This design comes from an exercise in tuning for small area, a short achievable clock period and few clock cycles on the open sky130 flow, not from production work.
Where RTL was checked, it was by simulation tests only, not by an equivalence proof against the original.
Power figures rest on the tool's default switching activity, not on a simulated workload.

## phi_copy_sequencer
module phi_copy_sequencer
#(
    parameter int unsigned     ID_W       = phi_copy_sequencer_pkg::DEF_ID_W,
    parameter int unsigned     MAX_COPIES = 8,
    parameter logic [ID_W-1:0] TEMP_ID    = ID_W'(phi_copy_sequencer_pkg::DEF_TEMP_ID)
) (
    input  logic            clk,
    input  logic            rst,
    input  logic            in_valid,
    output logic            in_ready,
    input  logic [ID_W-1:0] in_dest,
    input  logic [ID_W-1:0] in_src,
    input  logic            in_last,
    output logic            out_valid,
    input  logic            out_ready,
    output logic [ID_W-1:0] out_dest,
    output logic [ID_W-1:0] out_src,
    output logic            out_last,
    output logic            out_nop,
    output logic            err_overflow,
    output logic            err_dup
);
Size: ~540 flip-flops, roughly 75 I/O pins.
==> flow/config.mk <==
export PLATFORM = sky130hd
export DESIGN_NAME = phi_copy_sequencer
export DESIGN_NICKNAME = phi_copy_sequencer
export VERILOG_FILES = /design/flow/design.v
export SDC_FILE = /design/flow/constraint.sdc
export NUM_CORES = 4
export LEC_CHECK = 0
export CAP_MARGIN = 20
export CORE_MARGIN = 2
export CORE_UTILIZATION = 30
export CTS_CLUSTER_DIAMETER = 100
export CTS_CLUSTER_SIZE = 24
export SETUP_SLACK_MARGIN = 4.4
export SLEW_MARGIN = 20
export TNS_END_PERCENT = 5
==> flow/constraint.sdc <==
create_clock -name core_clock -period 7.0 [get_ports {clk}]
set_input_delay 1.4000 -clock core_clock [delete_from_list [all_inputs] [get_ports {clk}]]
set_output_delay 1.4000 -clock core_clock [all_outputs]
set_load 0.01 [all_outputs]
standard.sh (not shown) runs the stock make flow with config.mk's settings and CLKGATE_MAP_FILE= SYNTH_SCRIPT=/design/flow/synth_recipe.tcl, a recipe that flattens the netlist after the stock synthesis.
==> flow/flow/run.sh <==
#!/bin/bash
# The standard layout, with faster port buffers (buf_4 instead of the
# default delay-buffer pick) and gate sizing not tied to the cell footprint.
# make's full output goes to standard.log; ORFS keeps each step's log under orfs/logs.
set -o pipefail
bash standard.sh MATCH_CELL_FOOTPRINT=0 "BUFFER_PORTS_ARGS=-buffer_cell sky130_fd_sc_hd__buf_4" finish > standard.log 2>&1
The first run ran to the end with no violations.
Testbench counts at the start, summed over its fixed seeds: cycles 39,532.
Change:
--- a/flow/config.mk
+++ b/flow/config.mk
@@ -10,4 +10,2 @@
 export CORE_UTILIZATION = 30
-export CTS_CLUSTER_DIAMETER = 100
-export CTS_CLUSTER_SIZE = 24
 export SETUP_SLACK_MARGIN = 4.4
=> Clock-buffer cell count increases by 36. Final area increases by 4.1%. Die area does not change. Fmax goes up by 0.95%. Area after synthesis does not change. Global-route usage goes up by 0.23 points. Utilization grows by 1.4 points. Wire length grows by 1.0%. Clock power is higher by 67%. Power came out higher by 11%. Worst setup slack is better by 0.026 ns.

========
## fjord
Another version of the RTL of phi_copy_sequencer (not shown whole).
Size: about 3200 cells after synthesis, roughly 570 flip-flops, roughly 75 I/O pins.
Settings: LEC_CHECK=0, ABC_AREA=1, CAP_MARGIN=20, CORE_MARGIN=2, CORE_UTILIZATION=30, SETUP_SLACK_MARGIN=4.4, SLEW_MARGIN=20, TNS_END_PERCENT=5; clock period 7.0 ns.
Scripts as last shown in full above: flow/flow/run.sh
fjord: done, clean on timing, DRC and antenna
Testbench counts of fjord, summed over its fixed seeds: cycles 39,532.
For yarrow, these inputs were changed with respect to fjord:
- a deleted ABC_AREA that had been 1
### Flow results
Against fjord, yarrow comes in 9600 um lower on routed wire length.
Min count of unique library cells instantiated by Yosys across fjord and yarrow: fjord
yarrow ended with more total iterations of the first detailed-routing run than fjord.
Relative to fjord, the power per unit of standard cell area of yarrow is higher by 11 nW/um^2.
yarrow: multi-input combinational gate total 29% below fjord
When the final numbers for fjord and yarrow were put side by side, the multi-input gate share of the layout cell area turned out to be greater in fjord.
From fjord to yarrow the numbers moved as follows: filler cell count saw a decrease, design area now sits lower, floorplan row count saw a decrease, total stage count of the critical path saw an increase, worst setup slack climbed 0.084 ns.
fjord reports its commonest non-fill, non-tap cell in the layout as nand2_1 while yarrow reports xnor2_1.
Relative to yarrow, the following input files were edited for onyx:
- CORE_UTILIZATION now 45, was 30
==> comparison <==
Changes observed in onyx relative to yarrow: total wire length decreased about 1.5%, met2 wire length now smaller.
onyx vs yarrow: post-placement cell area down slightly
Count of vias placed by the detailed router was lower in the run labelled yarrow.
The lower final non-filler cell total came out of onyx.

========
Setup of rev 12:
Another version of the RTL of phi_copy_sequencer (not shown whole).
Size: roughly 2200 cells after synthesis, ~540 flip-flops, roughly 75 I/O pins, ~0.027 mm2 of cells after synthesis.
// phi_copy_sequencer
module phi_copy_sequencer
#(
    parameter int unsigned     ID_W       = phi_copy_sequencer_pkg::DEF_ID_W,
    parameter int unsigned     MAX_COPIES = 8,
    parameter logic [ID_W-1:0] TEMP_ID    = ID_W'(phi_copy_sequencer_pkg::DEF_TEMP_ID)
) (
    input  logic            clk,
    input  logic            rst,
    input  logic            in_valid,
    output logic            in_ready,
    input  logic [ID_W-1:0] in_dest,
    input  logic [ID_W-1:0] in_src,
    input  logic            in_last,
    output logic            out_valid,
    input  logic            out_ready,
    output logic [ID_W-1:0] out_dest,
    output logic [ID_W-1:0] out_src,
    output logic            out_last,
    output logic            out_nop,
    output logic            err_overflow,
    output logic            err_dup
);
==> flow/config.mk <==
export PLATFORM = sky130hd
export DESIGN_NAME = phi_copy_sequencer
export DESIGN_NICKNAME = phi_copy_sequencer
export VERILOG_FILES = /design/flow/design.v
export SDC_FILE = /design/flow/constraint.sdc
export NUM_CORES = 4
export LEC_CHECK = 0
export CAP_MARGIN = 20
export CORE_MARGIN = 2
export CORE_UTILIZATION = 30
export CTS_CLUSTER_DIAMETER = 100
export CTS_CLUSTER_SIZE = 24
export SETUP_SLACK_MARGIN = 4.4
export SLEW_MARGIN = 20
export TNS_END_PERCENT = 25
==> flow/constraint.sdc <==
create_clock -name core_clock -period 7.0 [get_ports {clk}]
set_input_delay 1.4000 -clock core_clock [delete_from_list [all_inputs] [get_ports {clk}]]
set_output_delay 1.4000 -clock core_clock [all_outputs]
set_load 0.01 [all_outputs]
Scripts as last shown in full above: flow/flow/run.sh
Rev 12 | stages: all done | timing, DRC, antenna: all pass
Relative to rev 12, the following input files were edited for rev 13:
# rev 12
export LEC_CHECK = 0
export CAP_MARGIN = 20
export CORE_MARGIN = 2
export CORE_UTILIZATION = 30
export CTS_CLUSTER_DIAMETER = 100
export CTS_CLUSTER_SIZE = 24
export SETUP_SLACK_MARGIN = 4.4
export SLEW_MARGIN = 20
export TNS_END_PERCENT = 25
create_clock -name core_clock -period 7.0 [get_ports {clk}]
# rev 13
export LEC_CHECK = 0
export CAP_MARGIN = 20
export CORE_MARGIN = 2
export CORE_UTILIZATION = 30
export CTS_CLUSTER_DIAMETER = 100
export CTS_CLUSTER_SIZE = 24
export SETUP_SLACK_MARGIN = 4.7
export SLEW_MARGIN = 20
export TNS_END_PERCENT = 5
create_clock -name core_clock -period 7.0 [get_ports {clk}]
[summary]
Placement-stage cell area essentially unchanged between rev 13 and rev 12. Rev 13 against rev 12: transition at the pin with the smallest max-transition slack has increased; worst-path maximum fanout has increased; layout net count has decreased. Comparing rev 13 and rev 12, the higher per-cell routed wire length was measured on rev 13. As far as adder and majority gate portion of the synthesized area goes, rev 13 and rev 12 are indistinguishable; the numbers are identical. Clock power: rev 12 vs rev 13, no meaningful difference. [rev 13] via-per-instance ratio rose 1.7% relative to rev 12. In rev 13 relative to rev 12, post-layout total power had gone up slightly. Rev 12 -> rev 13: ratio of total power to cell area flat. Summary of the comparison: setup slack is higher in rev 13, relative to rev 12.
Function was not checked in any run of this note: the RTL went through the layout flow alone.

## what the ideal ports hide
The results above use ideal ports. As a check the final layouts listed here were re-extracted and re-timed, cells and wires unchanged.
Step 1 (the two cells are an assumption about what drives the block):
set clk [get_ports {clk}]
set_driving_cell -lib_cell sky130_fd_sc_hd__clkbuf_16 $clk
set_driving_cell -lib_cell sky130_fd_sc_hd__buf_2 [delete_from_list [all_inputs] $clk]
Step 2 times the ports against the registers' clock, not the clock port: input delays grow and output delays shrink by t, the midpoint of the rising clock arrivals with the driver on.
Slacks: no drivers / after step 1 / after step 2; pairs: no drivers / after step 1.
run | shift t [ns] | setup slack, ns | worst hold slack (ns) | latest minus earliest clock arrival (ns) | pins driven straight from the clock port
the first run of note 1 | 0.691 | 4.236 / 4.236 / 3.688 | 0.385 / 0.385 / 0.385 | 0.053 / 0.052 | 1
the second run of note 1 | 0.704 | 4.262 / 4.262 / 3.732 | 0.367 / 0.367 / 0.367 | 0.048 / 0.047 | 1
fjord | 0.734 | 4.137 / 4.137 / 3.634 | 0.367 / 0.367 / 0.367 | 0.041 / 0.041 | 1
yarrow | 0.700 | 4.221 / 4.211 / 3.699 | 0.373 / 0.373 / 0.373 | 0.025 / 0.026 | 1
onyx | 0.706 | 4.202 / 4.202 / 3.636 | 0.372 / 0.372 / 0.372 | 0.036 / 0.036 | 1
rev 12 | 0.691 | 4.114 / 4.114 / 3.613 | 0.429 / 0.429 / 0.429 | 0.048 / 0.048 | 1
rev 13 | 0.684 | 4.243 / 4.191 / 3.507 | 0.428 / 0.428 / 0.428 | 0.042 / 0.042 | 1
After both steps setup and hold are still met in every run listed. For rev 13, which loses most, drivers alone change the setup slack by -0.052 ns; drivers and shift together by -0.736 ns.
